What follows belongs to an exercise in optimizing a design on an open flow for small area, a short achievable clock period and few clock cycles per item; a production flow would make more cautious choices. The RTL was checked by simulation tests, not by an equivalence proof against the original design. No activity file was given, so power comes from the tool's default toggle rates.

$ cat flow/config.mk
export PLATFORM = sky130hd
export DESIGN_NAME = bar_graph_page_renderer_unit
export DESIGN_NICKNAME = bar_graph_page_renderer_unit
export VERILOG_FILES = /design/flow/design.v
export SDC_FILE = /design/flow/constraint.sdc
export NUM_CORES = 4
export LEC_CHECK = 0
export CAP_MARGIN = 20
export CORE_MARGIN = 2
export CORE_UTILIZATION = 40
export CTS_BUF_LIST = sky130_fd_sc_hd__clkbuf_16
export CTS_CLUSTER_DIAMETER = 70
export CTS_CLUSTER_SIZE = 25
export SETUP_SLACK_MARGIN = 3.0
export SLEW_MARGIN = 20
$ cat flow/constraint.sdc
create_clock -name core_clock -period 5.0 [get_ports {clk}]
set_input_delay 1.0000 -clock core_clock [delete_from_list [all_inputs] [get_ports {clk}]]
set_output_delay 1.0000 -clock core_clock [all_outputs]
set_load 0.01 [all_outputs]
$ cat flow/design.v
`timescale 1ns / 1ps
`default_nettype none
package bgpr_pkg;
  localparam int COLUMNS = 128;
  localparam int SMP_W   = 8;
  localparam int COL_W   = 7;
  localparam int ROW_W   = 2;
  localparam int CNT_W   = 8;
  localparam logic [1:0] OP_CLEAR = 2'd0;
  localparam logic [1:0] OP_LOAD  = 2'd1;
  localparam logic [1:0] OP_READ  = 2'd2;
  localparam logic [1:0] OP_NONE  = 2'd3;
  localparam logic [SMP_W-1:0] FULL_SCALE_RST = 8'd75;
  localparam int FIFO_D = 8;
  localparam int OUT_SLOTS = FIFO_D + 1;
endpackage
`default_nettype wire
`timescale 1ns / 1ps
`default_nettype none
module bgpr_front (
  input  wire logic        clk,
  input  wire logic        wr,        
  input  wire logic [7:0]  wdata,
  input  wire logic [7:0]  sel_hi,    
  input  wire logic [15:0] sel_lo,    
  output logic [7:0]       rdata
);
  logic [7:0] ring [128];
  always_ff @(posedge clk) begin
    ring[0] <= wr ? wdata : ring[127];
    for (int i = 1; i < 128; i++) ring[i] <= ring[i-1];
  end
  logic [7:0] grp [8];
  always_comb begin
    for (int g = 0; g < 8; g++) begin
      grp[g] = '0;
      for (int j = 0; j < 16; j++) grp[g] = grp[g] | (ring[16*g+j] & {8{sel_lo[j]}});
    end
    rdata = '0;
    for (int g = 0; g < 8; g++) rdata = rdata | (grp[g] & {8{sel_hi[g]}});
  end
endmodule
`default_nettype wire
`timescale 1ns / 1ps
`default_nettype none
module bgpr_queue (
  input  wire logic clk,
  input  wire logic rst,
  input  wire logic push,
  input  wire logic [3:0] push_code,
  input  wire logic pop,
  output logic [3:0] head,
  output logic      empty
);
  localparam int D = bgpr_pkg::FIFO_D;
  logic [3:0] entries [D];
  logic [D-1:0] fill;
  assign empty = !fill[0];
  always_comb begin
    head = '0;
    for (int i = 0; i < D; i++) begin
      if (fill[i] && (i == D - 1 || !fill[(i + 1) % D])) head = head | entries[i];
    end
  end
  always_ff @(posedge clk) begin
    if (rst) begin
      fill <= '0;
    end else if (push && !pop) begin
      fill <= {fill[D-2:0], 1'b1};
    end else if (pop && !push) begin
      fill <= {1'b0, fill[D-1:1]};
    end
  end
  always_ff @(posedge clk) begin
    if (push) begin
      entries[0] <= push_code;
      for (int i = 1; i < D; i++) entries[i] <= entries[i-1];
    end
  end
endmodule
`default_nettype wire
`timescale 1ns / 1ps
`default_nettype none
module bgpr_back (
  input  wire logic       clk,
  input  wire logic       rst,
  input  wire logic [7:0] floor_value,
  input  wire logic [7:0] s,            
  input  wire logic       in_valid,
  input  wire logic [7:0] in_x,         
  input  wire logic [1:0] in_row,
  output logic [5:0]      vv,           
  output logic            out_valid,
  output logic [3:0]      out_code,     
  output logic [7:0]      out_byte,     
  output logic            out_sv
);
  function automatic logic [8:0] nstep(input logic [8:0] p, input logic [7:0] sv);
    nstep = {p[7:0], ~p[8]} + ({1'b0, sv} ^ {9{~p[8]}});
  endfunction
  logic       v3;
  logic [7:0] x3;
  logic [1:0] row3;
  always_ff @(posedge clk) begin
    if (rst) v3 <= 1'b0;
    else     v3 <= in_valid;
    x3   <= in_x;
    row3 <= in_row;
  end
  logic [8:0] diff3;
  logic [7:0] d3;
  assign diff3 = {1'b0, x3} - {1'b0, floor_value};
  assign d3    = diff3[8] ? 8'd0 : diff3[7:0];
  logic       v4;
  logic [7:0] r4;
  logic [1:0] row4;
  always_ff @(posedge clk) begin
    if (rst) v4 <= 1'b0;
    else     v4 <= v3;
    r4   <= d3;
    row4 <= row3;
  end
  logic [8:0] st4;
  logic       q5_4;
  assign st4  = nstep({1'b0, r4}, s);
  assign q5_4 = r4 >= s;
  logic       v5;
  logic [1:0] q54_5;
  logic [8:0] r5;
  logic [1:0] row5;
  always_ff @(posedge clk) begin
    if (rst) v5 <= 1'b0;
    else     v5 <= v4;
    r5    <= st4;
    q54_5 <= {q5_4, ~st4[8]};
    row5  <= row4;
  end
  logic [8:0] st5;
  assign st5 = nstep(r5, s);
  logic       v6;
  logic [2:0] q53_6;
  logic [8:0] r6;
  logic [1:0] row6;
  always_ff @(posedge clk) begin
    if (rst) v6 <= 1'b0;
    else     v6 <= v5;
    r6    <= st5;
    q53_6 <= {q54_5, ~st5[8]};
    row6  <= row5;
  end
  logic [8:0] st6;
  logic       full6, zero6;
  assign st6   = nstep(r6, s);
  assign full6 = q53_6[2] || q53_6[1:0] > ~row6;
  assign zero6 = !q53_6[2] && q53_6[1:0] < ~row6;
  logic       v7, full7, zero7, q2_7;
  logic [8:0] r7;
  always_ff @(posedge clk) begin
    if (rst) v7 <= 1'b0;
    else     v7 <= v6;
    r7    <= st6;
    full7 <= full6;
    zero7 <= zero6;
    q2_7  <= ~st6[8];
  end
  logic [8:0] st7;
  assign st7 = nstep(r7, s);
  logic       v8, full8, zero8;
  logic [1:0] q21_8;
  logic [8:0] r8;
  always_ff @(posedge clk) begin
    if (rst) v8 <= 1'b0;
    else     v8 <= v7;
    r8    <= st7;
    full8 <= full7;
    zero8 <= zero7;
    q21_8 <= {q2_7, ~st7[8]};
  end
  logic [8:0] st8;
  assign st8 = nstep(r8, s);
  assign out_valid = v8;
  logic q0_8;
  assign q0_8      = ~st8[8];
  assign out_sv    = s != 8'd0;
  assign out_code  = !out_sv ? 4'd15 :
                     full8   ? 4'd8  :
                     zero8   ? 4'd0  : {1'b0, q21_8, q0_8};
  always_comb begin
    for (int i = 0; i < 8; i++) begin
      out_byte[7 - i] = out_sv && !zero8 &&
                        (full8 || 2 * int'(q21_8) > i || (2 * int'(q21_8) == i && q0_8));
    end
  end
  assign vv        = {v8, v7, v6, v5, v4, v3};
endmodule
`default_nettype wire
`timescale 1ns / 1ps
`default_nettype none
module bar_graph_page_renderer_unit (
  input  wire logic  clk,
  input  wire logic  rst,
  input  wire logic         items_valid,
  output logic              items_ready,
  input  wire logic [1:0]   items_operation,
  input  wire logic [7:0]   items_sample,
  input  wire logic [1:0]   items_row,
  input  wire logic [6:0]   items_column,
  input  wire logic         cfg_valid,
  output logic              cfg_ready,
  input  wire logic [1:0]   cfg_index,
  input  wire logic [7:0]   cfg_data,
  output logic              results_valid,
  input  wire logic         results_ready,
  output logic [7:0]        results_pixel_byte,
  output logic              results_scale_valid
);
  logic [7:0] floor_value;
  logic [7:0] full_scale;
  logic [7:0] n;           
  logic [6:0] a1;          
  logic [6:0] gap;         
  logic [7:0] peak;
  logic       pk_v;
  logic       pk_clr;
  logic       pk_gt;
  logic [7:0] pk_span;
  logic [7:0] s_use;
  logic        v2;
  logic [7:0]  sel_hi;
  logic [15:0] sel_lo;
  logic [1:0]  row2;
  logic       ready_q;
  logic [3:0] outstanding;
  logic in_acc;
  assign in_acc      = items_valid && ready_q;
  assign items_ready = ready_q;
  assign cfg_ready   = 1'b1;
  logic ld, clr, rd, ld_do;
  assign ld    = in_acc && items_operation == bgpr_pkg::OP_LOAD;
  assign clr   = in_acc && items_operation == bgpr_pkg::OP_CLEAR;
  assign rd    = in_acc && items_operation == bgpr_pkg::OP_READ;
  assign ld_do = ld && !n[7];
  logic [7:0] n_nxt;
  logic [6:0] gap_nxt;
  assign n_nxt   = clr ? 8'd0 : ld_do ? n + 8'd1 : n;
  assign gap_nxt = ld_do ? 7'd0 : gap - 7'd1;
  logic [5:0] vv;         
  logic       busy;       
  logic       pk_apply;
  assign busy     = v2 || (vv != '0);
  assign pk_apply = pk_v && !busy;
  always_ff @(posedge clk) begin
    if (rst) begin
      floor_value <= '0;
      full_scale  <= bgpr_pkg::FULL_SCALE_RST;
      n           <= '0;
      peak        <= '0;
      pk_v        <= 1'b0;
    end else begin
      if (cfg_valid) begin
        if (cfg_index == 2'd0) floor_value <= cfg_data;
        if (cfg_index == 2'd1) full_scale  <= cfg_data;
      end
      n <= n_nxt;
      if (pk_apply) begin
        if (pk_clr) begin
          peak <= '0;
        end else if (pk_gt && pk_span > peak) begin
          peak <= pk_span;
        end
      end
      if (clr || ld_do) begin
        pk_v <= 1'b1;
      end else if (pk_apply) begin
        pk_v <= 1'b0;
      end
    end
    if (clr || ld_do) begin
      pk_clr  <= clr;
      pk_gt   <= items_sample > floor_value;
      pk_span <= items_sample - floor_value;
    end
    gap    <= gap_nxt;
    a1     <= (ld_do && n == 8'd0) ? 7'd1 : a1 + 7'd1;
    s_use  <= (full_scale != '0) ? full_scale : peak;
  end
  logic [6:0] place;
  logic       draw;
  assign place = a1 - items_column;
  assign draw  = {1'b0, items_column} < n;
  always_ff @(posedge clk) begin
    if (rst) v2 <= 1'b0;
    else     v2 <= rd;
    for (int i = 0; i < 8; i++)  sel_hi[i] <= draw && place[6:4] == 3'(i);
    for (int i = 0; i < 16; i++) sel_lo[i] <= place[3:0] == 4'(i);
    row2 <= items_row;
  end
  logic [7:0] rdata;
  bgpr_front u_front (
    .clk    (clk),
    .wr     (ld_do),
    .wdata  (items_sample),
    .sel_hi (sel_hi),
    .sel_lo (sel_lo),
    .rdata  (rdata)
  );
  logic       v_res;
  logic [3:0] code_res;
  logic [7:0] byte_res;
  logic       sv_res;
  bgpr_back u_back (
    .clk         (clk),
    .rst         (rst),
    .floor_value (floor_value),
    .s           (s_use),
    .in_valid    (v2),
    .in_x        (rdata),
    .in_row      (row2),
    .vv          (vv),
    .out_valid   (v_res),
    .out_code    (code_res),
    .out_byte    (byte_res),
    .out_sv      (sv_res)
  );
  logic       out_valid;
  logic [7:0] out_byte;
  logic       out_sv;
  logic       out_free;
  logic       f_push, f_pop, f_empty;
  logic [3:0] f_head;
  assign out_free  = !out_valid || results_ready;
  assign f_pop     = out_free && !f_empty;
  assign f_push    = v_res && (!out_free || !f_empty);
  bgpr_queue u_queue (
    .clk       (clk),
    .rst       (rst),
    .push      (f_push),
    .push_code (code_res),
    .pop       (f_pop),
    .head      (f_head),
    .empty     (f_empty)
  );
  always_ff @(posedge clk) begin
    if (rst) begin
      out_valid <= 1'b0;
    end else if (out_free) begin
      out_valid <= !f_empty || v_res;
    end
    if (out_free) begin
      if (f_empty) begin
        out_sv   <= sv_res;
        out_byte <= byte_res;
      end else begin
        out_sv   <= f_head != 4'd15;
        out_byte <= (f_head == 4'd15) ? 8'd0 : ~(8'hFF >> f_head);
      end
    end
  end
  assign results_valid       = out_valid;
  assign results_pixel_byte  = out_byte;
  assign results_scale_valid = out_sv;
  logic [3:0] out_nxt;
  logic       res_out, credit_nxt;
  logic       z_nxt;
  logic       pk_v_nxt;
  logic       busy_nxt;
  assign res_out    = out_valid && results_ready;
  assign out_nxt    = outstanding + {3'd0, rd} - {3'd0, res_out};
  assign credit_nxt = (rd && !res_out) ? outstanding < 4'(bgpr_pkg::OUT_SLOTS - 1) :
                      (res_out && !rd) ? 1'b1 :
                                         outstanding < 4'(bgpr_pkg::OUT_SLOTS);
  assign z_nxt      = gap_nxt == 7'd0 || n_nxt == 8'd0 || n_nxt[7];
  assign pk_v_nxt   = clr || ld_do || (pk_v && busy);
  assign busy_nxt   = rd || v2 || (vv[4:0] != '0);
  always_ff @(posedge clk) begin
    if (rst) begin
      outstanding <= '0;
      ready_q     <= 1'b1;
    end else begin
      outstanding <= out_nxt;
      ready_q     <= z_nxt && !(pk_v_nxt && busy_nxt) && credit_nxt;
    end
  end
endmodule
`default_nettype wire
$ cat flow/run.sh
#!/bin/bash
# synth_recipe.tcl (not shown) runs the flow's synth.tcl, then flattens the netlist and writes it again
# the make line also repeats each setting of config.mk as NAME=value (left out here)
make -C /OpenROAD-flow-scripts/flow DESIGN_CONFIG=/design/flow/config.mk WORK_HOME=/design/flow/orfs CLKGATE_MAP_FILE= SYNTH_SCRIPT=/design/flow/synth_recipe.tcl finish
==> notes.md, run 1 <==
- Cell Area, Placed: 38730 µm²
- Max-slew violations: 0
- Vias/cell: 5.656
- Initial DRC count: 1686
- Slowest stage delay, CP: 0.38 ns
- DP HPWL: 54250 µm
- CP endpoint kind: primary output
- Die span in x: 307.0 µm
- RSZ-0062 raised after global routing: yes
- Hold Violations, Final: 0
- Worst hold path type: reg -> reg
- Fin crit period: 2.193 ns
- Worst hold path depth: 0
- Layout cells sized above 1: 0.1922
- TritonRoute pass-1 iters: 5
- Critical path's top delay family: flip-flops
- First-pass GRT wire length: 147800 µm
- Skew final: 0.03843 ns
- TritonCTS Buffers: 60
- Root Driver: clkbuf_16
- # IOs: 46
- Max VDD drop: 0.3527 mV
- Leak Pwr: 0.01662 µW
- Setup TNS: 0 ns
- Avg Inst Size Synth: 13.09 µm²
- WL final: 98950 µm
- Synth top area cells: dfxtp_1 (65%), a22o_1 (6.5%), a221oi_1 (6.1%), edfxtp_1 (4.2%), ha_1 (3.3%)
- Crit start category: flip-flop
- # port buffers: 44
- Filler cells: 7799
- Sequential Power Share: 0.495
- RePlAce Congestion: 0.8163
- GRT Total Usage: 0.2039
- Most common cell after layout, fill and taps aside: dfxtp_1
- CP arrival: 1.19 ns
- Row count: 111
- Worst-path clk slew: 0.09 ns
- Relative slew slack: 0.2916
- Logic pwr share: 0.262
- DR WL/cell: 23.94 µm
- YS warnings: 7
- Distinct cells, synth: 66
- Vias in the first global route: 23.91k
- Core Region: 91390 µm²
- CP max stage cell: edfxtp_1
- Nets@finish: 3062
- Final instance area: 43500 µm²
- Fin cells: 4133
- Syn Inst Count: 2805
- CP max FO: 1
- Clock sinks: 1249
- CP cell instances: buf_2
- Top cell type by total area after synthesis: dfxtp_1
- Via count: 23.38k
- Die area: 94260 µm²
- Setup violations, final: 0
- WP buf/inv: 1
- Final period util: 0.4386
- Antenna Nets Post-Route: 0
- Number of synthesized flops with an enable pin: 51
- Clock power frac: 0.243
- Grt ovf: 0
- Remaining DRCs: 0
- Max Clk Rate: 456.0 MHz
- Area grow syn2layout: 18.43%
- Internal: 15420 µW
- Largest net degree at the start of global routing: 41
- H-tree levels: 2
- Status: finished clean
- Syn_nets: 2944
- Clock latency (worst-skew pair): 0.68 ns
- Hold Slack: 0.3151 ns
- Net Sw Frac: 0.3197
- Placed Cells: 3918
- CTS tree: yes
- Initial antenna violation count: 2
- Reg2Reg Depth: 6
- Worst Path Required: 4.00 ns
- Power Density: 520.9 nW/µm²
- P_sw: 7245 µW
- WP depth: 1
- Async SR Flop Fraction: 0
- Mapped Area: 36730 µm²
- Synth Register Bits: 1249
- Setup CP Type: reg -> out
- Prevailing post-synth register cell: dfxtp_1
- Seq/Total Area, Yosys: 0.6946
- Maximum buffer depth of the clock tree: 3
- Vertical die dimension: 307.0 µm
- Initial core utilization: 0.4019
- Commonest cells after routing, fill and taps aside: dfxtp_1 (1150), a22o_1 (272), a221oi_1 (169), nor2_1 (123), buf_4 (93)
- Max-Cap Viols: 0
- Worst-margin pin slew: 1.061 ns
- Synth top area share: 0.6529
[worst paths after layout]
| kind | from | endpoint | slack, ns |
|---|---|---|---|
| max | out_byte[0] | results_pixel_byte[0] | 2.81 |
| max reg2reg | sel_lo[15] | u_back.x3[7] | 2.91 |
| min reg2reg | u_back.row5[0] | u_back.row6[0] | 0.32 |
| min | u_back.row5[0] | u_back.row6[0] | 0.32 |
[what timing repair did]
item,4_1_cts,5_1_grt
cloned,12,0
setup endpoints to repair,106,88
pin swaps,76,88
gates resized for setup,280,142
hold buffers,0,0
buffers inserted,93,24
[layout make-up]
type / instances / area [µm²] / share of cell area
clock inverters: 22 / 252.7 / 0.005810
flip-flops and latches: 1249 / 25650 / 0.5898
well taps: 1186 / 1484 / 0.03411
diodes: 2 / 5.005 / 0.0001151
clock buffers: 62 / 1551 / 0.03567
multi-input cells: 1331 / 11840 / 0.2723
repair buffers: 203 / 2387 / 0.05488
inverters: 78 / 320.3 / 0.007364
[kinds of logic after synthesis]
| kind of cell | count (synthesis) | synth area share |
|---|---|---|
| buffers and inverters | 226 | 0.02340 |
| AND/OR/NAND/NOR | 385 | 0.05413 |
| adder cells (fa/ha/maj) | 105 | 0.03740 |
| XOR/XNOR | 93 | 0.02218 |
| multiplexers | 24 | 0.006813 |
| flip-flops | 1249 | 0.6946 |
| AO/OA/AOI/OAI | 722 | 0.1613 |
| other | 1 | 0.0001021 |
[registers in the layout, summed over array words and instances (netlist names), 7 cells and up]
signal	cells
u_front.ring	1024
u_queue.entries	32
sel_lo	16
u_back.r5	9
u_back.r6	9
u_back.r7	9
u_back.r8	9
floor_value	8
full_scale	8
n	8
out_byte	8
peak	8
pk_span	8
s_use	8
sel_hi	8
u_back.r4	8
u_back.x3	8
u_queue.fill	8
a1	7
gap	7
[synth_stat cells, types with 8 or more instances]
cell type,n
o21ai_0,31
dfxtp_1,1198
or2_2,9
a22oi_1,42
nand2b_1,9
nand2_1,48
xnor2_1,71
fa_1,8
inv_1,78
clkbuf_1,97
nor2_1,128
a22o_1,272
buf_1,44
mux2i_1,16
mux2_2,8
ha_1,97
a21o_1,23
edfxtp_1,51
a21oi_1,39
a221oi_1,256
xor2_1,22
nand4_1,81
nor3_1,33
nand3_1,11
nor2b_1,19
[power groups by stage]
stage	Clock [µW]	Sequential (µW)	Combinational, µW
floorplan	0	10900	2840
global placement	0	11700	3710
detailed placement	0	11700	3780
CTS	5600	11200	5600
global route	5960	11200	6280
finish	5510	11200	5940
[layer usage]
metal	vias to the layer above	part of all wire	GRT usage
met5	-	0	0
met4	0	0.034	0.07646
met3	182	0.058	0.03191
met2	755	0.47	0.3375
met1	11820	0.44	0.2693
li1	10620	-	-
[per-stage QoR]
stage	power (µW)	utilization	worst slack [ns]
after floorplan	13780	-	2.350
after global placement	15440	0.4238	1.698
after detailed placement	15520	0.4238	1.649
after CTS	22400	0.4669	2.764
after global routing	23500	0.4759	2.755
final	22660	0.4760	2.807
Testbench counts, summed over its fixed seeds: cycles 10,384, items 8,192.
==> run 2: changes to the inputs <==
--- a/flow/config.mk
+++ b/flow/config.mk
@@ -12,4 +12,4 @@
 export CTS_CLUSTER_DIAMETER = 70
 export CTS_CLUSTER_SIZE = 25
-export SETUP_SLACK_MARGIN = 3.0
+export SETUP_SLACK_MARGIN = 2.85
 export SLEW_MARGIN = 20
==> run 2 against run 1 <==
Clock skew is 0.0088 ns lower; sequential cell count stayed put; via count down 2.0%; synthesized area stayed put; sequential share of layout area rose by 2.1 points; wire length down 4.5%.
==> notes.md, run 2 <==
- Filler cells: 7969 (+2.2%)
- Die span in x: 307.0 µm (unchanged)
- Worst Path Required: 5.43 ns (+1.43 ns)
- Multi-input logic area: 11100 µm² (-6.3%)
- DR WL/cell: 23.16 µm (-3.2%)
- Antenna Nets Post-Route: 0 (unchanged)
- Final period util: 0.4429 (+0.004334)
- GRT Total Usage: 0.1937 (-0.01019)
- RR Startpoint: u_back.r8[8]
- Initial core utilization: 0.4019 (unchanged)
- Reg2reg setup slack: 2.79 ns (-0.12 ns)
- CP endpoint kind: flip-flop
- Worst-path clk slew: 0.10 ns (about the same)
- Top flop regs: u_front.ring: 1024 flops, u_queue.entries: 32 flops, sel_lo: 16 flops
- Skew final: 0.02961 ns (-0.008818 ns)
- Remaining DRCs: 0 (unchanged)
- Clock power frac: 0.254 (+0.011)
- Worst Setup SP: u_back.r8[8]
- Avg Inst Size Synth: 13.09 µm² (unchanged)
- Top cells by count, synth: dfxtp_1 (1198), a22o_1 (272), a221oi_1 (256)
- Vias/cell: 5.612 (-0.79%)
- Top reg by flops: u_front.ring
- CTS Hold Bufs: 0 (unchanged)
- Prevailing post-synth register cell: dfxtp_1
- TritonCTS Buffers: 61 (+1.7%)
- Max-slew violations: 0 (unchanged)
- Max VDD drop: 0.3340 mV (-5.3%)
- Number of synthesized flops with an enable pin: 51 (unchanged)
- TritonRoute pass-1 iters: 5 (unchanged)
- Sequential cell area: 25620 µm² (-0.12%)
- RePlAce Congestion: 0.8513 (+4.3%)
- # IOs: 46 (unchanged)
- CTS tree: yes
- Syn_nets: 2944 (unchanged)
- Synth top area share: 0.6529 (unchanged)
- Largest net degree at the start of global routing: 41 (unchanged)
- Sequential Power Share: 0.515 (+0.020)
- Syn Inst Count: 2805 (unchanged)
- Seq/Total Area, Yosys: 0.6946 (unchanged)
- Top cell type by total area after synthesis: dfxtp_1
- Maximum buffer depth of the clock tree: 3 (unchanged)
- RSZ-0062 raised after global routing: yes
- Slowest stage delay, CP: 0.38 ns (about the same)
- P_sw: 6927 µW (-4.4%)
- # port buffers: 44 (unchanged)
- Distinct cells, synth: 66 (unchanged)
- Hold Violations, Final: 0 (unchanged)
- Initial antenna violation count: 2 (unchanged)
- CP cell instances: xnor2_2 > ha_1 > a2111oi_4 > nand2_1 > o22ai_4 > xnor2_4 > nor4_2 > o22ai_1
- Hold path start: u_back.row5[1]
- Synth Register Bits: 1249 (unchanged)
- Setup TNS: 0 ns (unchanged)
- Commonest cells after routing, fill and taps aside: dfxtp_1 (1162), a22o_1 (272), a221oi_1 (250), nor2_1 (127), nand4_1 (81)
- Max Clk Rate: 451.5 MHz (-0.98%)
- Synth top area cells: dfxtp_1 (65%), a22o_1 (6.5%), a221oi_1 (6.1%), edfxtp_1 (4.2%), ha_1 (3.3%)
- CP arrival: 2.64 ns (+1.45 ns)
- Power Density: 521.2 nW/µm² (about the same)
- Clock sinks: 1249 (unchanged)
- Internal: 14930 µW (-3.2%)
- Worst hold path type: reg -> reg
- Hold Slack: 0.3131 ns (-0.001926 ns)
- Vertical die dimension: 307.0 µm (unchanged)
- Leak Pwr: 0.01599 µW (-3.8%)
- Final Total Pwr: 21860 µW (-3.6%)
- Worst-margin pin slew: 0.9886 ns (-0.07261 ns)
- Clock latency (worst-skew pair): 0.67 ns (about the same)
- Max reg flops: 1024 (unchanged)
- Area grow syn2layout: 14.17%
- Fin cells: 4081 (-1.3%)
- Row count: 111 (unchanged)
- Layout cells sized above 1: 0.1337 (-0.05847)
- Max-Cap Viols: 0 (unchanged)
- Die area: 94260 µm² (unchanged)
- YS warnings: 7 (unchanged)
- Status: finished clean
- Vias in the first global route: 23.55k (-1.5%)
- First-pass GRT wire length: 141700 µm (-4.1%)
- Logic pwr share: 0.232 (-0.030)
- Relative slew slack: 0.3401 (+0.04847)
- Setup violations, final: 0 (unchanged)
- DP HPWL: 55400 µm (+2.1%)
- Via count: 22.90k (-2.0%)
- Core Region: 91390 µm² (unchanged)
- Initial DRC count: 1888 (+12%)
- CP max FO: 6 (+5)
- Crit start category: flip-flop
- Fin crit period: 2.215 ns (+0.02167 ns)
- H-tree levels: 2 (unchanged)
- Net Sw Frac: 0.3170 (-0.002751)
- Async SR Flop Fraction: 0 (unchanged)
- Most numerous cell in the Yosys netlist: dfxtp_1
- Grt ovf: 0 (unchanged)
- CP max stage cell: dfxtp_4
- Mapped Area: 36730 µm² (unchanged)
- Setup CP Type: reg -> reg
- Nets@finish: 3015 (-1.5%)
- WL final: 94530 µm (-4.5%)
- Placed Cells: 3923 (+0.13%)
- Root Driver: clkbuf_16
- Most common cell after layout, fill and taps aside: dfxtp_1
run 2: cell counts after synthesis:
Identical to the previous run, type by type.
run 2: path summary, 6_finish.rpt:
kind,to,depth (start not counted)
max reg2reg,out_byte[7],8
min reg2reg,u_back.row6[1],0
min,u_back.row6[1],0
max,out_byte[7],8
run 2: per-stage QoR:
stage | cell area [µm²] | setup slack [ns] | util
after floorplan | 37020 | 2.350 | -
after global placement | 38640 | 1.701 | 0.4229
final | 41940 | 2.785 | 0.4589
after global routing | 41930 | 2.695 | 0.4589
after CTS | 41250 | 2.766 | 0.4514
after detailed placement | 38640 | 1.639 | 0.4229
run 2: worst max-delay path, delay by kind of cell, from the launching register on:
family	cells	cell delay, ns
simple gates	2	0.38
compound gates	3	0.61
xor+xnor	2	0.27
flops	1	0.38
fa+ha+maj	1	0.34
run 2: per-layer routing:
layer,vias up,share of wire,GRT usage
met5,-,0,0
met4,0,0.032,0.06500
li1,10480,-,-
met3,198,0.054,0.02984
met2,705,0.47,0.3249
met1,11520,0.44,0.2554
run 2: kinds of logic (layout without fill, tap and decap cells):
| family | after synthesis | count (layout) | synth area share |
|---|---|---|---|
| flops | 1249 | 1249 | 0.6946 |
| compound gates | 722 | 723 | 0.1613 |
| simple gates | 385 | 385 | 0.05413 |
| buf+inv | 226 | 314 | 0.02340 |
| fa+ha+maj | 105 | 105 | 0.03740 |
| xor+xnor | 93 | 93 | 0.02218 |
| mux | 24 | 24 | 0.006813 |
| other cells | 1 | 2 | 0.0001021 |
run 2: layout make-up:
cell class | instances | area share
Antenna cell | 1 | 0.00005967
Clock buffer | 62 | 0.03700
Clock inverter | 19 | 0.006713
Inverter | 78 | 0.007459
Multi-Input combinational cell | 1331 | 0.2646
Sequential cell | 1249 | 0.6110
Tap cell | 1186 | 0.03538
Timing Repair Buffer | 155 | 0.03777
run 2: repair_timing:
action	in CTS	in global routing
gates cloned	2	1
hold endpoints to repair	0	0
resized for setup	157	85
buffers inserted	38	35
setup endpoints to repair	100	69
pin swaps	24	40
run 2: power groups by stage:
stage / clock (µW) / combinational [µW] / sequential, µW
finish: 5540 / 5070 / 11200
global route: 6020 / 5380 / 11300
CTS: 5650 / 4550 / 11300
detailed placement: 0 / 3710 / 11700
global placement: 0 / 3640 / 11700
floorplan: 0 / 2800 / 10900
==> run 3: changes to the inputs <==
--- a/flow/config.mk
+++ b/flow/config.mk
@@ -12,4 +12,4 @@
 export CTS_CLUSTER_DIAMETER = 70
 export CTS_CLUSTER_SIZE = 25
-export SETUP_SLACK_MARGIN = 2.85
+export SETUP_SLACK_MARGIN = 2.62
 export SLEW_MARGIN = 20
==> run 3 against run 2 <==
Utilization shrank 1.4 points; combinational power down 21%; global-route usage decreased by 0.81 points; via count decreased by 1.8%; die area unchanged; highest routed layer is now met5.
==> notes.md, run 3 <==
- Status: finished clean
- # IOs: 46 (unchanged)
- CP most frequent cell: nand4_1
- Worst Path Required: 5.48 ns (+0.05 ns)
- Top reg by flops: u_front.ring
- Initial core utilization: 0.4019 (unchanged)
- Clock latency (worst-skew pair): 0.67 ns (about the same)
- TritonRoute pass-1 iters: 5 (unchanged)
- CTS Hold Bufs: 0 (unchanged)
- Final period util: 0.4676 (+0.02462)
- Vertical die dimension: 307.0 µm (unchanged)
- Maximum buffer depth of the clock tree: 3 (unchanged)
- H-tree levels: 2 (unchanged)
- Reg2reg setup slack: 2.66 ns (-0.12 ns)
- CP endpoint kind: flip-flop
- Layout cells sized above 1: 0.08133 (-0.05240)
- Top cell type by total area after synthesis: dfxtp_1
- Max reg flops: 1024 (unchanged)
- Most numerous cell in the Yosys netlist: dfxtp_1
- Crit start category: flip-flop
- RR Startpoint: sel_lo[3]
- Top cells by count, synth: dfxtp_1 (1198), a22o_1 (272), a221oi_1 (256)
- Avg Inst Size Synth: 13.09 µm² (unchanged)
- Core Region: 91390 µm² (unchanged)
- Mapped Area: 36730 µm² (unchanged)
- Number of synthesized flops with an enable pin: 51 (unchanged)
- DP HPWL: 53160 µm (-4.1%)
- Vias in the first global route: 23.07k (-2.1%)
- Commonest cells after routing, fill and taps aside: dfxtp_1 (1169), a22o_1 (272), a221oi_1 (256), nor2_1 (126), ha_1 (89)
- CP max FO: 42 (+36)
- Fin cells: 4014 (-1.6%)
- Worst-margin pin slew: 0.9051 ns (-0.08342 ns)
- WP buf/inv: 1 (+1)
- Worst hold path type: reg -> reg
- WP depth: 6 (-2)
- Seq/Total Area, Yosys: 0.6946 (unchanged)
- Reg2Reg Depth: 6 (-2)
- Row count: 111 (unchanged)
- Syn Inst Count: 2805 (unchanged)
- RePlAce Congestion: 0.8318 (-2.3%)
- Worst-path clk slew: 0.09 ns (about the same)
- Top flop regs: u_front.ring: 1024 flops, u_queue.entries: 32 flops, sel_lo: 16 flops
- Remaining DRCs: 0 (unchanged)
- Prevailing post-synth register cell: dfxtp_1
- Largest net degree at the start of global routing: 65 (+59%)
- Leak Pwr: 0.01541 µW (-3.6%)
- Worst setup path endpoint: u_back.x3[0]
- Terminus of the critical flop-to-flop path: u_back.x3[0]
- Most common cell after layout, fill and taps aside: dfxtp_1
- RSZ-0062 raised after global routing: yes
- Power Density: 511.5 nW/µm² (-1.8%)
- Antenna Nets Post-Route: 0 (unchanged)
- Nets@finish: 2950 (-2.2%)
- Fin util: 0.4448 (-0.01414)
- Critical path's top delay family: compound AO/OA/AOI/OAI gates
- Synth top area share: 0.6529 (unchanged)
- Fin crit period: 2.338 ns (+0.1231 ns)
- WL final: 89620 µm (-5.2%)
- Clock sinks: 1249 (unchanged)
- Initial antenna violation count: 2 (unchanged)
- Setup CP Type: reg -> reg
- Initial DRC count: 1710 (-9.4%)
- Synth Register Bits: 1249 (unchanged)
- CP cell instances: buf_12 > a22o_1 > a221oi_1 > nand4_1 > a22oi_1 > nand4_1
- Via count: 22.48k (-1.8%)
- First-pass GRT wire length: 137600 µm (-2.9%)
- GRT Total Usage: 0.1856 (-0.008107)
- Max-slew violations: 0 (unchanged)
- YS warnings: 7 (unchanged)
- Grt ovf: 0 (unchanged)
- Slowest stage delay, CP: 0.59 ns (+0.21 ns)
- Setup violations, final: 0 (unchanged)
- Skew final: 0.02610 ns (-0.003515 ns)
- Distinct cells, synth: 66 (unchanged)
- Area grow syn2layout: 10.66%
- Max Clk Rate: 427.8 MHz (-5.3%)
- Hold Violations, Final: 0 (unchanged)
- Async SR Flop Fraction: 0 (unchanged)
- Relative slew slack: 0.3939 (+0.05387)
- # port buffers: 44 (unchanged)
- Filler cells: 8050 (+1.0%)
- Die area: 94260 µm² (unchanged)
- Synth top area cells: dfxtp_1 (65%), a22o_1 (6.5%), a221oi_1 (6.1%), edfxtp_1 (4.2%), ha_1 (3.3%)
- DR WL/cell: 22.33 µm (-3.6%)
- Max VDD drop: 0.2922 mV (-13%)
- Die span in x: 307.0 µm (unchanged)
- CP arrival: 2.82 ns (+0.18 ns)
- Vias/cell: 5.600 (-0.20%)
- Root Driver: clkbuf_16
- Placed Cells: 3913 (-0.25%)
- Max-Cap Viols: 0 (unchanged)
- Diodes inserted: 0 (-1)
- Syn_nets: 2944 (unchanged)
- Worst Setup SP: sel_lo[3]
- TritonCTS Buffers: 60 (-1.6%)
- Setup TNS: 0 ns (unchanged)
- CP max stage cell: dfxtp_2
- CTS tree: yes
-- run 3: cell counts after synthesis --
Identical to the previous run, type by type.
-- run 3: timing repair --
| item | CTS | global route |
|---|---|---|
| resized for setup | 48 | 38 |
| endpoints found under the setup margin | 40 | 57 |
| setup buffers | 2 | 19 |
| pin swaps | 9 | 12 |
| gates cloned | 0 | 1 |
-- run 3: where the power goes --
part	switching [µW]	total, µW	internal (µW)
clock network	3140	5430	2290
registers	766	11300	10600
logic	2540	4030	1490
-- run 3: per-stage QoR --
step                      worst slack [ns]  total power (µW)  hold slack [ns]  area, µm²
after floorplan                      2.350             13630           0.3096      36800
final                                2.662             20790           0.3320      40640
after global placement               1.701             15240           0.3157      38500
after detailed placement             1.638             15320           0.3136      38500
after CTS                            2.593             20730           0.3358      40360
after global routing                 2.532             21650           0.3426      40640
-- run 3: per-layer routing --
| metal | vias up | track usage | routed length (µm) |
|---|---|---|---|
| li1 | 10360 | - | - |
| met4 | 2 | 0.04504 | 1886 |
| met1 | 11310 | 0.2478 | 39680 |
| met3 | 127 | 0.02564 | 5285 |
| met2 | 684 | 0.3179 | 42750 |
| met5 | - | 0 | 13 |
-- run 3: logic make-up (layout without fill, tap and decap cells) --
logic type      after synthesis  in the layout  share of synthesized area
compound gates              722            723                     0.1613
xor+xnor                     93             93                    0.02218
fa+ha+maj                   105            105                    0.03740
buf+inv                     226            248                    0.02340
flops                      1249           1249                     0.6946
mux                          24             24                   0.006813
other cells                   1              1                  0.0001021
simple gates                385            385                    0.05413
-- run 3: worst min-delay path by stage --
stage	startpoint	to	slack (ns)	cells after the start
6_report	u_back.row4[0]	u_back.row5[0]	0.33	0
5_1_grt	u_back.full7	u_back.full8	0.34	0
4_1_cts	u_back.row4[0]	u_back.row5[0]	0.34	0
3_5_place_dp	u_back.full7	u_back.full8	0.31	0
3_3_place_gp	u_back.full7	u_back.full8	0.32	0
2_1_floorplan	u_back.full7	u_back.full8	0.31	0
-- run 3: area by class of cell --
class / count / area, µm² / area share
Clock buffer: 61 / 1526 / 0.03756
Multi-Input combinational cell: 1331 / 10600 / 0.2607
Tap cell: 1186 / 1484 / 0.03651
Sequential cell: 1249 / 25590 / 0.6295
Inverter: 78 / 296.5 / 0.007296
Clock inverter: 18 / 220.2 / 0.005418
Timing Repair Buffer: 91 / 934.6 / 0.02300
==> run 4: changes to the inputs <==
--- a/flow/config.mk
+++ b/flow/config.mk
@@ -12,4 +12,4 @@
 export CTS_CLUSTER_DIAMETER = 70
 export CTS_CLUSTER_SIZE = 25
-export SETUP_SLACK_MARGIN = 2.62
+export SETUP_SLACK_MARGIN = 2.5
 export SLEW_MARGIN = 20
==> run 4 against run 3 <==
Synthesized cell count is the same; combinational power fell by 3%; sequential power is essentially flat; worst setup slack got worse by 0.11 ns; design area shrank 0.54%; sequential share of layout area is 0.30 points higher; global-route usage about the same; utilization shrank 0.24 points; clock power is 1% lower; still clean on timing, DRC and antenna; wire length decreased by 0.53%; largest power group unchanged; critical endpoint is now pk_span[5].
==> notes.md, run 4 <==
- Area grow syn2layout: 10.06%
- Seq/Total Area, Yosys: 0.6946 (unchanged)
- Core Region: 91390 µm² (unchanged)
- Initial core utilization: 0.4019 (unchanged)
- Relative slew slack: 0.3808 (-0.01315)
- Via count: 22.34k (-0.62%)
- Initial DRC count: 1782 (+4.2%)
- Top flop regs: u_front.ring: 1024 flops, u_queue.entries: 32 flops, sel_lo: 16 flops
- Max-Cap Viols: 0 (unchanged)
- Vias in the first global route: 22.83k (-1.0%)
- Most numerous cell in the Yosys netlist: dfxtp_1
- Clock sinks: 1249 (unchanged)
- CP arrival: 2.85 ns (+0.03 ns)
- Top cell type by total area after synthesis: dfxtp_1
- Die area: 94260 µm² (unchanged)
- Remaining DRCs: 0 (unchanged)
- Leak Pwr: 0.01539 µW (-0.16%)
- Worst-margin pin slew: 0.9276 ns (+0.02242 ns)
- RSZ-0062 raised after global routing: no
- Max VDD drop: 0.3086 mV (+5.6%)
- Max Clk Rate: 409.2 MHz (-4.3%)
- Syn Inst Count: 2805 (unchanged)
- Synth top area share: 0.6529 (unchanged)
- Reg2Reg Depth: 6 (unchanged)
- Worst hold path depth: 0 (unchanged)
- Crit start category: input port
- Hold Violations, Final: 0 (unchanged)
- Top reg by flops: u_front.ring
- Syn_nets: 2944 (unchanged)
- Status: finished clean
- Distinct cells, synth: 66 (unchanged)
- GRT Total Usage: 0.1856 (about the same)
- Placed Cells: 3919 (+0.15%)
- DR WL/cell: 22.27 µm (-0.28%)
- First-pass GRT wire length: 137200 µm (-0.28%)
- Power Density: 510.7 nW/µm² (-0.17%)
- Initial antenna violation count: 1 (-1)
- Antenna Nets Post-Route: 0 (unchanged)
- Avg Inst Size Synth: 13.09 µm² (unchanged)
- Clock latency (worst-skew pair): 0.66 ns (about the same)
- YS warnings: 7 (unchanged)
- RePlAce Congestion: 0.8267 (-0.61%)
- Setup violations, final: 0 (unchanged)
- Mapped Area: 36730 µm² (unchanged)
- Max reg flops: 1024 (unchanged)
- Synth top area cells: dfxtp_1 (65%), a22o_1 (6.5%), a221oi_1 (6.1%), edfxtp_1 (4.2%), ha_1 (3.3%)
- CP max FO: 3 (-93%)
- Root Driver: clkbuf_16
- DP HPWL: 53580 µm (+0.79%)
- Setup CP Type: in -> reg
- TritonCTS Buffers: 59 (-1.7%)
- Nets@finish: 2938 (-0.41%)
- Row count: 111 (unchanged)
- Worst Path Required: 5.40 ns (-0.08 ns)
- # port buffers: 44 (unchanged)
- CTS tree: yes
- Synth Register Bits: 1249 (unchanged)
- Prevailing post-synth register cell: dfxtp_1
- Fin crit period: 2.444 ns (+0.1059 ns)
- Diodes inserted: 0 (unchanged)
- Vertical die dimension: 307.0 µm (unchanged)
- Number of synthesized flops with an enable pin: 51 (unchanged)
- Vias/cell: 5.579 (-0.37%)
- CP endpoint kind: flip-flop
- Fin cells: 4004 (-0.25%)
- Top cells by count, synth: dfxtp_1 (1198), a22o_1 (272), a221oi_1 (256)
- Largest net degree at the start of global routing: 65 (unchanged)
- Layout cells sized above 1: 0.06813 (-0.01320)
- Setup TNS: 0 ns (unchanged)
- WL final: 89150 µm (-0.53%)
- Async SR Flop Fraction: 0 (unchanged)
- Worst-path clk slew: 0.09 ns (about the same)
- Skew final: 0.03546 ns (+0.009361 ns)
- Die span in x: 307.0 µm (unchanged)
- Max-slew violations: 0 (unchanged)
- # IOs: 46 (unchanged)
- CTS Hold Bufs: 0 (unchanged)
- Most common cell after layout, fill and taps aside: dfxtp_1
- Final period util: 0.4887 (+0.02118)
- Commonest cells after routing, fill and taps aside: dfxtp_1 (1173), a22o_1 (272), a221oi_1 (256), nor2_1 (128), ha_1 (94)
- Worst hold path type: reg -> reg
- Grt ovf: 0 (unchanged)
- TritonRoute pass-1 iters: 5 (unchanged)
- Fin util: 0.4424 (-0.002396)
- Maximum buffer depth of the clock tree: 3 (unchanged)
- H-tree levels: 2 (unchanged)
-- run 4: cell counts after synthesis --
No cell type changed its count.
-- run 4: metrics by stage --
stage	cell area [µm²]	setup WS (ns)	hold slack, ns	power, µW
6_report	40430	2.556	0.3284	20640
5_1_grt	40430	2.490	0.3393	21510
4_1_cts	40280	2.443	0.3273	20640
3_5_place_dp	38540	1.678	0.3143	15380
3_3_place_gp	38540	1.689	0.3154	15310
2_1_floorplan	36770	2.350	0.3096	13630
-- run 4: layout make-up --
| type | instances | area, µm² |
|---|---|---|
| Clock buffer | 59 | 1476 |
| Clock inverter | 21 | 226.5 |
| Fill cell | 8141 | 50960 |
| Inverter | 78 | 292.8 |
| Multi-Input combinational cell | 1331 | 10520 |
| Sequential cell | 1249 | 25570 |
| Tap cell | 1186 | 1484 |
| Timing Repair Buffer | 80 | 858.3 |
-- run 4: worst paths after layout --
kind / from / endpoint / slack, ns
min: row2[1] / u_back.row3[1] / 0.33
max: items_sample[1] / pk_span[5] / 2.56
max reg2reg: sel_lo[5] / u_back.x3[2] / 2.58
min reg2reg: row2[1] / u_back.row3[1] / 0.33
-- run 4: layer usage --
layer  wire, µm  share of wire  track usage
met1      40530           0.45       0.2527
met2      41600           0.47       0.3087
met3       4705          0.053      0.02529
met4       2313          0.026      0.05275
met5          0              0            0
-- run 4: power by group --
group / total (µW) / internal, µW / switching, µW
Sequential: 11400 / 10600 / 839
Clock: 5350 / 2280 / 3070
Combinational: 3900 / 1440 / 2460
Total: 20600 / 14300 / 6370
-- run 4: cells by family (layout without fill, tap and decap cells) --
family	Yosys count	in the layout	share of synthesized area
adders and majority gates	105	105	0.03740
and+or+nand+nor	385	385	0.05413
AOI/OAI and AO/OA	722	723	0.1613
muxes	24	24	0.006813
other	1	1	0.0001021
DFF	1249	1249	0.6946
xor gates and xnor gates	93	93	0.02218
buffers and inverters	226	238	0.02340
-- run 4: repair_timing --
item / CTS / global route
endpoints found under the hold margin: 0 / 0
resized for setup: 26 / 31
pin swaps: 4 / 11
setup buffers: 2 / 2
gates cloned: 0 / 1
setup endpoints to repair: 34 / 40
-- run 4: worst max-delay path, stage by stage --
cell and delay [ns]:
clkdlybuf4s50_1 0.46, ha_1 0.33, a21o_1 0.18, a21oi_1 0.20, o21ai_0 0.20, or2_2 0.33
xor2_1 0.14
==> run 5: changes to the inputs <==
--- a/flow/config.mk
+++ b/flow/config.mk
@@ -6,4 +6,5 @@
 export NUM_CORES = 4
 export LEC_CHECK = 0
+export ABC_AREA = 1
 export CAP_MARGIN = 20
 export CORE_MARGIN = 2
@@ -12,4 +13,4 @@
 export CTS_CLUSTER_DIAMETER = 70
 export CTS_CLUSTER_SIZE = 25
-export SETUP_SLACK_MARGIN = 2.5
+export SETUP_SLACK_MARGIN = 2.7
 export SLEW_MARGIN = 20
==> run 5 against run 4 <==
Clock-buffer cell count increased by 2; design area increased by 5.7%; power increased by 5.0%; die area increased by 6.0%; combinational power increased by 12%; sequential power about the same; global-route usage increased by 0.29 points; fmax increased by 9.3%; worst setup slack improved by 0.21 ns.
==> notes.md, run 5 <==
- Status: finished clean
- GRT Total Usage: 0.1884 (+0.002859)
- H-tree levels: 2 (unchanged)
- Most common cell after layout, fill and taps aside: nand2_1
- Commonest cells after routing, fill and taps aside: nand2_1 (1270), dfxtp_1 (1173), inv_1 (214), nor2_1 (212), nand4_1 (180)
- Row count: 114 (+2.7%)
- Leak Pwr: 0.01786 µW (+16%)
- Clock sinks: 1249 (unchanged)
- Root Driver: clkbuf_16
- Worst-path clk slew: 0.09 ns (about the same)
- Hold Path Sink: u_back.row3[0]
- Most numerous cell in the Yosys netlist: nand2_1
- Final Total Pwr: 21680 µW (+5.0%)
- Reg2reg setup slack: 2.79 ns (+0.21 ns)
- Max Clk Rate: 447.4 MHz (+9.3%)
- Grt ovf: 0 (unchanged)
- Fin crit period: 2.235 ns (-0.2086 ns)
- First-pass GRT wire length: 145600 µm (+6.1%)
- RR Startpoint: sel_lo[2]
- Mapped Area: 38950 µm² (+6.1%)
- # port buffers: 44 (unchanged)
- Sequential cell area: 25590 µm² (about the same)
- CP max stage cell: clkdlybuf4s15_1
- CP endpoint kind: flip-flop
- DR WL/cell: 18.51 µm (-17%)
- Die area: 99900 µm² (+6.0%)
- Avg Inst Size Synth: 9.887 µm² (-24%)
- # IOs: 46 (unchanged)
- Largest net degree at the start of global routing: 40 (-38%)
- Final period util: 0.4470 (-0.04171)
- CTS tree: yes
- RSZ-0062 raised after global routing: yes
- Worst Path Required: 5.59 ns (+0.19 ns)
- Antenna Nets Post-Route: 0 (unchanged)
- YS warnings: 7 (unchanged)
- Remaining DRCs: 0 (unchanged)
- Initial core utilization: 0.4034 (+0.001477)
- Hold path start: row2[0]
- Max reg flops: 1024 (unchanged)
- Critical path's top delay family: buffers and inverters
- Core Region: 96570 µm² (+5.7%)
- Die span in x: 316.1 µm (+2.9%)
- Max VDD drop: 0.3333 mV (+8.0%)
- Synth top area share: 0.6157 (-0.03729)
- RePlAce Congestion: 0.7932 (-4.1%)
- DP HPWL: 54870 µm (+2.4%)
- Max-Cap Viols: 0 (unchanged)
- CP max FO: 2 (-1)
- Number of synthesized flops with an enable pin: 51 (unchanged)
- Reg2Reg Depth: 9 (+3)
- Worst hold path type: reg -> reg
- Seq/Total Area, Yosys: 0.6550 (-0.03967)
- Initial antenna violation count: 0 (-1)
- Top cells by count, synth: nand2_1 (1272), dfxtp_1 (1198), inv_1 (214)
- Fin cells: 5238 (+31%)
- Vias/cell: 4.921 (-12%)
- Relative slew slack: 0.3173 (-0.06345)
- Worst hold path depth: 0 (unchanged)
- Setup CP Type: in -> reg
- Setup TNS: 0 ns (unchanged)
- Initial DRC count: 1832 (+2.8%)
- Placed Cells: 5139 (+31%)
- Distinct cells, synth: 55 (-17%)
- Syn_nets: 4079 (+39%)
- CTS Hold Bufs: 0 (unchanged)
- Area grow syn2layout: 9.732%
- Top cell type by total area after synthesis: dfxtp_1
- Prevailing post-synth register cell: dfxtp_1
- CP arrival: 2.83 ns (-0.02 ns)
- CP cell instances: clkdlybuf4s15_1 > nand2_1 > inv_1 > ha_2 > inv_1 > ha_1 > nand2_1 > nor2_1 > a211oi_2 > o21ai_0 > a21oi_1
- TritonRoute pass-1 iters: 6 (+1)
- Terminus of the critical flop-to-flop path: u_back.x3[2]
- TritonCTS Buffers: 61 (+3.4%)
- Top reg by flops: u_front.ring
- Nets@finish: 4082 (+39%)
- Synth top area cells: dfxtp_1 (62%), nand2_1 (12%), edfxtp_1 (3.9%), ha_1 (3.1%), nand4_1 (2.9%)
- Skew final: 0.04088 ns (+0.005415 ns)
- Setup violations, final: 0 (unchanged)
- Power Density: 507.3 nW/µm² (-0.67%)
- WP buf/inv: 3 (+2)
- Multi-input logic area: 11960 µm² (+14%)
- Layout cells sized above 1: 0.05376 (-0.01437)
- Vias in the first global route: 24.49k (+7.2%)
- Fin util: 0.4427 (about the same)
- Max-slew violations: 0 (unchanged)
- Vertical die dimension: 316.1 µm (+2.9%)
- Slowest stage delay, CP: 0.40 ns (-0.06 ns)
- Diodes inserted: 0 (unchanged)
- Worst-margin pin slew: 1.023 ns (+0.09504 ns)
- Syn Inst Count: 3940 (+40%)
- Clock latency (worst-skew pair): 0.69 ns (+0.03 ns)
- Hold Violations, Final: 0 (unchanged)
- Crit start category: input port
- Async SR Flop Fraction: 0 (unchanged)
- Maximum buffer depth of the clock tree: 3 (unchanged)
- Filler cells: 8996 (+11%)
- WL final: 96960 µm (+8.8%)
- Top flop regs: u_front.ring: 1024 flops, u_queue.entries: 32 flops, sel_lo: 16 flops
- Synth Register Bits: 1249 (unchanged)
- Via count: 25.78k (+15%)
-- run 5: kinds of logic after synthesis --
kind of cell,synth area share
fa+ha+maj,0.03527
compound gates,0.05402
simple gates,0.1950
buf+inv,0.04240
flops,0.6550
xor+xnor,0.01821
other cells,0.00009627
-- run 5: worst max-delay path by stage --
| stage | startpoint | to | slack [ns] | depth (start not counted) |
|---|---|---|---|---|
| 5_1_grt | results_ready | outstanding[3] | 2.56 | 11 |
| 4_1_cts | ready_q | items_ready | 2.63 | 1 |
| 3_3_place_gp | results_ready | outstanding[3] | 1.76 | 11 |
| 6_report | results_ready | outstanding[3] | 2.76 | 11 |
| 2_1_floorplan | results_ready | u_queue.fill[7] | 2.46 | 7 |
| 3_5_place_dp | results_ready | outstanding[3] | 1.78 | 11 |
-- run 5: report_power, final --
group | internal, µW | switching [µW] | leakage (µW) | total [µW]
registers | 10600 | 1110 | 0.0102 | 11700
clock network | 2340 | 3230 | 0.000902 | 5570
logic | 1510 | 2870 | 0.00676 | 4380
total | 14500 | 7210 | 0.0179 | 21700
-- run 5: cell type report --
cell class | instances | share of cell area
inverters | 223 | 0.01996
clock buffers | 61 | 0.03571
flip-flops and latches | 1249 | 0.5987
repair buffers | 81 | 0.02160
clock inverters | 21 | 0.006966
well taps | 1276 | 0.03735
multi-input cells | 2327 | 0.2797
-- run 5: per-stage QoR --
step           cell area [µm²]  hold slack, ns  worst slack [ns]
4_1_cts                  42570          0.3181             2.631
3_5_place_dp             40530          0.3121             1.779
2_1_floorplan            39120          0.3096             2.458
6_report                 42750          0.3172             2.765
5_1_grt                  42750          0.3196             2.563
3_3_place_gp             40530          0.3114             1.758
-- run 5: metal layers --
metal,share of wire,global-route usage,routed length (µm)
met5,0,0,0
met4,0.023,0.04427,2229
met1,0.48,0.2634,46420
met2,0.45,0.3119,43930
met3,0.045,0.02269,4377
-- run 5: timing repair --
item | CTS | global route
endpoints found under the setup margin | 29 | 38
resized for setup | 51 | 34
pin swaps | 1 | 4
cloned | 0 | 0
buffers inserted | 11 | 6
==> run 6: changes to the inputs <==
--- a/flow/config.mk
+++ b/flow/config.mk
@@ -6,5 +6,4 @@
 export NUM_CORES = 4
 export LEC_CHECK = 0
-export ABC_AREA = 1
 export CAP_MARGIN = 20
 export CORE_MARGIN = 2
==> run 6 against run 5 <==
Critical path depth decreased by 10; clock power decreased by 2%; wire length decreased by 6.1%; worst hold slack gained 0.010 ns; global-route usage decreased by 0.18 points; power down 3.1%; non-clock buffer count up 19; critical endpoint is now results_valid; largest power group unchanged.
==> notes.md, run 6 <==
- Status: finished clean
- Clock sinks: 1249 (unchanged)
- Core Region: 91390 µm² (-5.4%)
- Hold Slack: 0.3274 ns (+0.01025 ns)
- CTS tree: yes
- Nets@finish: 2959 (-28%)
- Synth top area share: 0.6529 (+0.03729)
- # port buffers: 44 (unchanged)
- Leak Pwr: 0.01550 µW (-13%)
- Die span in x: 307.0 µm (-2.9%)
- Worst-path clk slew: 0.10 ns (about the same)
- Top reg by flops: u_front.ring
- CP max FO: 3 (+1)
- Layout cells sized above 1: 0.09760 (+0.04384)
- Vias/cell: 5.629 (+14%)
- Max-slew violations: 0 (unchanged)
- Diodes inserted: 0 (unchanged)
- Number of synthesized flops with an enable pin: 51 (unchanged)
- P_sw: 6585 µW (-8.6%)
- Relative slew slack: 0.3707 (+0.05332)
- TritonRoute pass-1 iters: 5 (-1)
- Setup TNS: 0 ns (unchanged)
- Critical path's top delay family: flip-flops
- First-pass GRT wire length: 138000 µm (-5.2%)
- Synth Register Bits: 1249 (unchanged)
- Root Driver: clkbuf_16
- Worst-margin pin slew: 0.9399 ns (-0.08269 ns)
- Setup CP Type: reg -> out
- Prevailing post-synth register cell: dfxtp_1
- Initial core utilization: 0.4019 (-0.001477)
- Skew final: 0.03511 ns (-0.005762 ns)
- CP arrival: 1.25 ns (-1.58 ns)
- Gr busiest metal: met2
- RSZ-0062 raised after global routing: yes
- YS warnings: 7 (unchanged)
- Max-Cap Viols: 0 (unchanged)
- Sequential Power Share: 0.543 (+0.002)
- Synth top area cells: dfxtp_1 (65%), a22o_1 (6.5%), a221oi_1 (6.1%), edfxtp_1 (4.2%), ha_1 (3.3%)
- Top flop regs: u_front.ring: 1024 flops, u_queue.entries: 32 flops, sel_lo: 16 flops
- # IOs: 46 (unchanged)
- Vertical die dimension: 307.0 µm (-2.9%)
- Vias in the first global route: 23.09k (-5.7%)
- Slowest stage delay, CP: 0.38 ns (-0.02 ns)
- Fin crit period: 2.250 ns (+0.01478 ns)
- Async SR Flop Fraction: 0 (unchanged)
- Row count: 111 (-2.6%)
- Crit start category: flip-flop
- Met2 usage: 0.3177 (+0.005826)
- Maximum buffer depth of the clock tree: 3 (unchanged)
- Remaining DRCs: 0 (unchanged)
- Cell Area, Placed: 38550 µm² (-4.9%)
- Most numerous cell in the Yosys netlist: dfxtp_1
- Distinct cells, synth: 66 (+20%)
- Initial antenna violation count: 1 (+1)
- WP buf/inv: 1 (-2)
- H-tree levels: 2 (unchanged)
- Internal: 14430 µW (-0.31%)
- Top cells by count, synth: dfxtp_1 (1198), a22o_1 (272), a221oi_1 (256)
- TritonCTS Buffers: 61 (unchanged)
- GRT Total Usage: 0.1867 (-0.001753)
- Avg Inst Size Synth: 13.09 µm² (+32%)
- Met3 GRT Util: 0.02867 (+0.005975)
- Antenna Nets Post-Route: 0 (unchanged)
- Met1 Use GR: 0.2484 (-0.01501)
- CP endpoint kind: primary output
- Area grow syn2layout: 11.24%
- RePlAce Congestion: 0.8599 (+8.4%)
- DR WL/cell: 22.64 µm (+22%)
- Reg2Reg Depth: 6 (-3)
- Syn Inst Count: 2805 (-29%)
- Max Clk Rate: 444.5 MHz (-0.66%)
- Final period util: 0.4500 (+0.002956)
- Seq/Total Area, Yosys: 0.6946 (+0.03967)
- Logic pwr share: 0.196 (-0.006)
- CTS Hold Bufs: 0 (unchanged)
- Setup violations, final: 0 (unchanged)
- Max VDD drop: 0.3277 mV (-1.7%)
- Top cell type by total area after synthesis: dfxtp_1
- Max reg flops: 1024 (unchanged)
- Worst Path Required: 4.00 ns (-1.59 ns)
- Net Sw Frac: 0.3133 (-0.01901)
- WP depth: 1 (-10)
- CP max stage cell: dfxtp_4
- Mapped Area: 36730 µm² (-5.7%)
- Largest net degree at the start of global routing: 65 (+63%)
- Power Density: 514.4 nW/µm² (+1.4%)
- Worst hold path type: reg -> reg
- Commonest cells after routing, fill and taps aside: dfxtp_1 (1166), a22o_1 (272), a221oi_1 (254), nor2_1 (128), ha_1 (85)
- WL final: 91090 µm (-6.1%)
- Clock power frac: 0.261 (+0.004)
- CP cell instances: clkdlybuf4s15_2
- Die area: 94260 µm² (-5.6%)
- Clock latency (worst-skew pair): 0.68 ns (about the same)
- Via count: 22.65k (-12%)
- Most common cell after layout, fill and taps aside: dfxtp_1
- Worst hold path depth: 0 (unchanged)
- Grt ovf: 0 (unchanged)
- Syn_nets: 2944 (-28%)
- Final instance area: 40860 µm² (-4.4%)
- Fin util: 0.4471 (+0.004431)
- DP HPWL: 53910 µm (-1.8%)
- Initial DRC count: 1757 (-4.1%)
- Hold Violations, Final: 0 (unchanged)
[run 6: changes by cell type after synthesis, sizes merged, moves of 58 or more]
cell / before / now
a22o: 60 / 272
o21ai: 91 / 31
nand3: 90 / 11
inv: 222 / 78
clkbuf: 24 / 100
nor2: 216 / 128
a221oi: 35 / 256
buf: 117 / 48
nand4: 180 / 81
nand2: 1279 / 49
a21oi: 97 / 39
[run 6: logic make-up (layout without fill, tap and decap cells)]
kind of cell,Yosys count,in the layout,share of synthesized area
xor+xnor,93,93,0.02218
other cells,1,1,0.0001021
fa+ha+maj,105,105,0.03740
mux,24,24,0.006813
compound gates,722,722,0.1613
flops,1249,1249,0.6946
simple gates,385,385,0.05413
buf+inv,226,259,0.02340
[run 6: what timing repair did]
item                                    in CTS  in global routing
setup buffers                                6                 18
resized for setup                           99                 51
pin swaps                                   14                 16
endpoints found under the setup margin      56                 53
[run 6: layout make-up]
cell class	instances	area [µm²]
clock inverter	19	234.0
timing repair buffer	100	949.7
clock buffer	62	1551
tap	1186	1484
multi-input combinational	1330	10730
inverter	78	305.3
fill	8052	50530
sequential	1249	25610
[run 6: worst paths after layout]
check	slack (ns)	end	startpoint
min	0.33	u_back.row3[1]	row2[1]
min reg2reg	0.33	u_back.row3[1]	row2[1]
max reg2reg	2.76	u_back.x3[0]	sel_lo[10]
max	2.75	results_valid	out_valid
[run 6: metal layers]
layer,vias to the layer above,share of wire
met3,140,0.055
li1,10380,-
met4,0,0.023
met5,-,0
met1,11410,0.45
met2,719,0.47
[run 6: power groups by stage]
stage                     sequential (µW)  clock, µW  combinational [µW]
after floorplan                     10900          0                2720
after global routing                11500       5960                4460
final                               11400       5480                4130
after CTS                           11400       5600                3850
after detailed placement            11700          0                3650
after global placement              11700          0                3600
[run 6: per-stage QoR]
step | total power [µW] | instances | setup slack, ns
5_1_grt | 21870 | 4024 | 2.692
2_1_floorplan | 13650 | 2805 | 2.350
6_report | 21020 | 4024 | 2.750
3_3_place_gp | 15270 | 3919 | 1.685
3_5_place_dp | 15330 | 3919 | 1.698
4_1_cts | 20890 | 4006 | 2.647
==> run 7: changes to the inputs <==
--- a/flow/config.mk
+++ b/flow/config.mk
@@ -8,5 +8,5 @@
 export CAP_MARGIN = 20
 export CORE_MARGIN = 2
-export CORE_UTILIZATION = 40
+export CORE_UTILIZATION = 55
 export CTS_BUF_LIST = sky130_fd_sc_hd__clkbuf_16
 export CTS_CLUSTER_DIAMETER = 70
==> run 7 against run 6 <==
Sequential share of layout area increased by 0.56 points; worst setup slack got worse by 0.016 ns; sequential cell count unchanged; still clean; largest power group unchanged; synthesized cell count is the same.
==> notes.md, run 7 <==
- Syn_nets: 2944 (unchanged)
- Area grow syn2layout: 10.26%
- Via count: 22.56k (-0.40%)
- TritonCTS Buffers: 60 (-1.6%)
- Vertical die dimension: 262.4 µm (-15%)
- Mapped Area: 36730 µm² (unchanged)
- Final period util: 0.4531 (+0.003172)
- Top cell type by total area after synthesis: dfxtp_1
- CP arrival: 2.73 ns (+1.48 ns)
- Top flop regs: u_front.ring: 1024 flops, u_queue.entries: 32 flops, sel_lo: 16 flops
- Leak Pwr: 0.01553 µW (+0.21%)
- Worst hold path type: reg -> reg
- TritonRoute pass-1 iters: 5 (unchanged)
- Die span in x: 262.4 µm (-15%)
- Synth top area cells: dfxtp_1 (65%), a22o_1 (6.5%), a221oi_1 (6.1%), edfxtp_1 (4.2%), ha_1 (3.3%)
- Vias/cell: 6.095 (+8.3%)
- Most common cell after layout, fill and taps aside: dfxtp_1
- Sequential cell area: 25610 µm² (unchanged)
- # IOs: 46 (unchanged)
- Number of synthesized flops with an enable pin: 51 (unchanged)
- Synth top area share: 0.6529 (unchanged)
- CP endpoint kind: flip-flop
- Placed Cells: 3585 (-8.5%)
- Nets@finish: 2958 (-0.034%)
- Final instance area: 40500 µm² (-0.88%)
- Root Driver: clkbuf_16
- Max VDD drop: 0.3616 mV (+10%)
- YS warnings: 7 (unchanged)
- Worst Path Required: 5.46 ns (+1.46 ns)
- Row count: 94 (-15%)
- Async SR Flop Fraction: 0 (unchanged)
- Vias in the first global route: 22.46k (-2.7%)
- Synth Register Bits: 1249 (unchanged)
- WL final: 93590 µm (+2.7%)
- Fin crit period: 2.266 ns (+0.01586 ns)
- CTS tree: yes
- Core Region: 65980 µm² (-28%)
- RePlAce Congestion: 0.8018 (-6.8%)
- Clock sinks: 1249 (unchanged)
- Top cells by count, synth: dfxtp_1 (1198), a22o_1 (272), a221oi_1 (256)
- # port buffers: 44 (unchanged)
- Setup TNS: 0 ns (unchanged)
- Status: finished clean
- Antenna Nets Post-Route: 0 (unchanged)
- Initial antenna violation count: 1 (unchanged)
- Commonest cells after routing, fill and taps aside: dfxtp_1 (1168), a22o_1 (272), a221oi_1 (256), nor2_1 (126), ha_1 (85)
- Top reg by flops: u_front.ring
- Fin cells: 3702 (-8.0%)
- RSZ-0062 raised after global routing: yes
- Multi-input logic area: 10710 µm² (-0.20%)
- Worst-path clk slew: 0.10 ns (about the same)
- Seq/Total Area, Yosys: 0.6946 (unchanged)
- DP HPWL: 52910 µm (-1.8%)
- DR WL/cell: 25.28 µm (+12%)
- Syn Inst Count: 2805 (unchanged)
- Clock latency (worst-skew pair): 0.66 ns (-0.02 ns)
- DP Worst Slack: 1.647 ns (-0.05129 ns)
- First-pass GRT wire length: 137800 µm (about the same)
- Avg Inst Size Synth: 13.09 µm² (unchanged)
- Max-slew violations: 0 (unchanged)
- Remaining DRCs: 0 (unchanged)
- Hold Violations, Final: 0 (unchanged)
- Maximum buffer depth of the clock tree: 3 (unchanged)
- Die area: 68860 µm² (-27%)
- CP max FO: 37 (+34)
- Largest net degree at the start of global routing: 47 (-28%)
- Setup slack after layout: 2.734 ns (-0.01586 ns)
- Max reg flops: 1024 (unchanged)
- Filler cells: 5109 (-37%)
- Most numerous cell in the Yosys netlist: dfxtp_1
- Layout cells sized above 1: 0.09203 (-0.005573)
- Reg2reg setup slack: 2.73 ns (-0.03 ns)
- Grt ovf: 0 (unchanged)
- Relative slew slack: 0.2219 (-0.1488)
- Initial core utilization: 0.5567 (+0.1548)
- Final Total Pwr: 21030 µW (about the same)
- Crit start category: flip-flop
- Initial DRC count: 2071 (+18%)
- H-tree levels: 2 (unchanged)
- Setup violations, final: 0 (unchanged)
- CTS Hold Bufs: 0 (unchanged)
- Power Density: 519.4 nW/µm² (+0.96%)
- Worst-margin pin slew: 1.166 ns (+0.2257 ns)
- Setup CP Type: reg -> reg
- Max-Cap Viols: 0 (unchanged)
- Prevailing post-synth register cell: dfxtp_1
- Cell Area, Placed: 38040 µm² (-1.3%)
- GRT Total Usage: 0.2589 (+0.07219)
- Distinct cells, synth: 66 (unchanged)
- Skew final: 0.03623 ns (+0.001111 ns)
- Max Clk Rate: 441.4 MHz (-0.70%)
==> run 7: cell counts after synthesis <==
Identical to the previous run, type by type.
==> run 7: repair_timing <==
item | CTS | global route
resized for setup | 91 | 47
endpoints found under the hold margin | 0 | 0
buffers inserted | 14 | 21
cloned | 0 | 1
endpoints found under the setup margin | 70 | 71
pin swaps | 10 | 19
==> run 7: cells by family (layout without fill, tap and decap cells) <==
kind of cell / count (synthesis) / in the layout / synth area share
mux: 24 / 24 / 0.006813
flops: 1249 / 1249 / 0.6946
buf+inv: 226 / 256 / 0.02340
fa+ha+maj: 105 / 105 / 0.03740
compound gates: 722 / 723 / 0.1613
xor+xnor: 93 / 93 / 0.02218
simple gates: 385 / 385 / 0.05413
other cells: 1 / 3 / 0.0001021
==> run 7: final timing paths <==
kind | end | from | cells after the start
worst max-delay path | u_back.x3[1] | sel_lo[12] | 6
worst min-delay path | u_back.q53_6[1] | u_back.q54_5[0] | 0
worst max register to register | u_back.x3[1] | sel_lo[12] | 6
worst min register to register | u_back.q53_6[1] | u_back.q54_5[0] | 0
==> run 7: critical path, cell delays in order (launching register included) <==
cell	delay, ns
dfxtp_4	0.50
buf_8	0.30
a22o_1	0.24
a221oi_1	0.25
nand4_1	0.18
a22oi_1	0.28
nand4_1	0.31
==> run 7: final cells by class <==
type / instances / area share
flip-flops and latches: 1249 / 0.6323
multi-input cells: 1331 / 0.2643
clock buffers: 61 / 0.03769
repair buffers: 99 / 0.02672
well taps: 864 / 0.02669
inverters: 78 / 0.007631
clock inverters: 18 / 0.004511
diodes: 2 / 0.0001236
==> run 7: where the power goes <==
group          leakage (µW)  internal [µW]  switching [µW]  total [µW]
clock              0.000853           2250            3100        5350
sequential           0.0102          10600             976       11500
combinational       0.00448           1590            2550        4140
total                0.0155          14400            6630       21000
==> run 7: per-stage QoR <==
step                      utilization  hold WS (ns)
final                          0.6138        0.3329
after global routing           0.6137        0.3428
after CTS                      0.6086        0.3334
after detailed placement       0.5766        0.3121
after global placement         0.5766        0.3111
after floorplan                     -        0.3096
==> run 7: routing by layer <==
metal / up-vias / global-route usage / wire length [µm]
li1: 10390 / - / -
met1: 11260 / 0.3687 / 42490
met2: 766 / 0.4142 / 42600
met3: 150 / 0.03476 / 5719
met4: 0 / 0.07580 / 2772
met5: - / 0 / 0

## what the ideal ports hide
The flow's constraints put no driver on any port. The routed layouts listed below were extracted and timed again, unchanged, in two steps. Step 1 assumes that a clkbuf_16 drives the clock port and a buf_2 every other input. Step 2 times the ports against the registers' clock, not the clock port: input delays grow and output delays shrink by t, the midpoint of the rising clock arrivals with the driver on. Three values: no drivers, after step 1, after step 2; two values: the first two.
| run | t, ns | setup WS [ns] | worst hold slack (ns) | worst register clock-pin slew, ns | pins driven straight from the clock port |
|---|---|---|---|---|---|
| run 1 | 0.726 | 2.807 / 2.739 / 2.247 | 0.315 / 0.315 / 0.315 | 0.10 / 0.10 | 1 |
| run 2 | 0.726 | 2.785 / 2.732 / 2.208 | 0.313 / 0.313 / 0.313 | 0.10 / 0.10 | 1 |
| run 3 | 0.726 | 2.662 / 2.614 / 1.965 | 0.332 / 0.332 / 0.332 | 0.10 / 0.10 | 1 |
| run 4 | 0.706 | 2.556 / 2.552 / 1.846 | 0.328 / 0.328 / 0.328 | 0.10 / 0.10 | 1 |
| run 5 | 0.738 | 2.765 / 2.695 / 2.046 | 0.317 / 0.317 / 0.317 | 0.10 / 0.10 | 1 |
| run 6 | 0.724 | 2.750 / 2.686 / 2.055 | 0.327 / 0.327 / 0.327 | 0.10 / 0.10 | 1 |
| run 7 | 0.708 | 2.734 / 2.689 / 2.106 | 0.333 / 0.333 / 0.333 | 0.10 / 0.10 | 1 |
After both steps setup and hold are still met in every run listed. The setup slack of run 5, which loses most, moves by -0.070 ns with the drivers and by -0.719 ns with both steps.
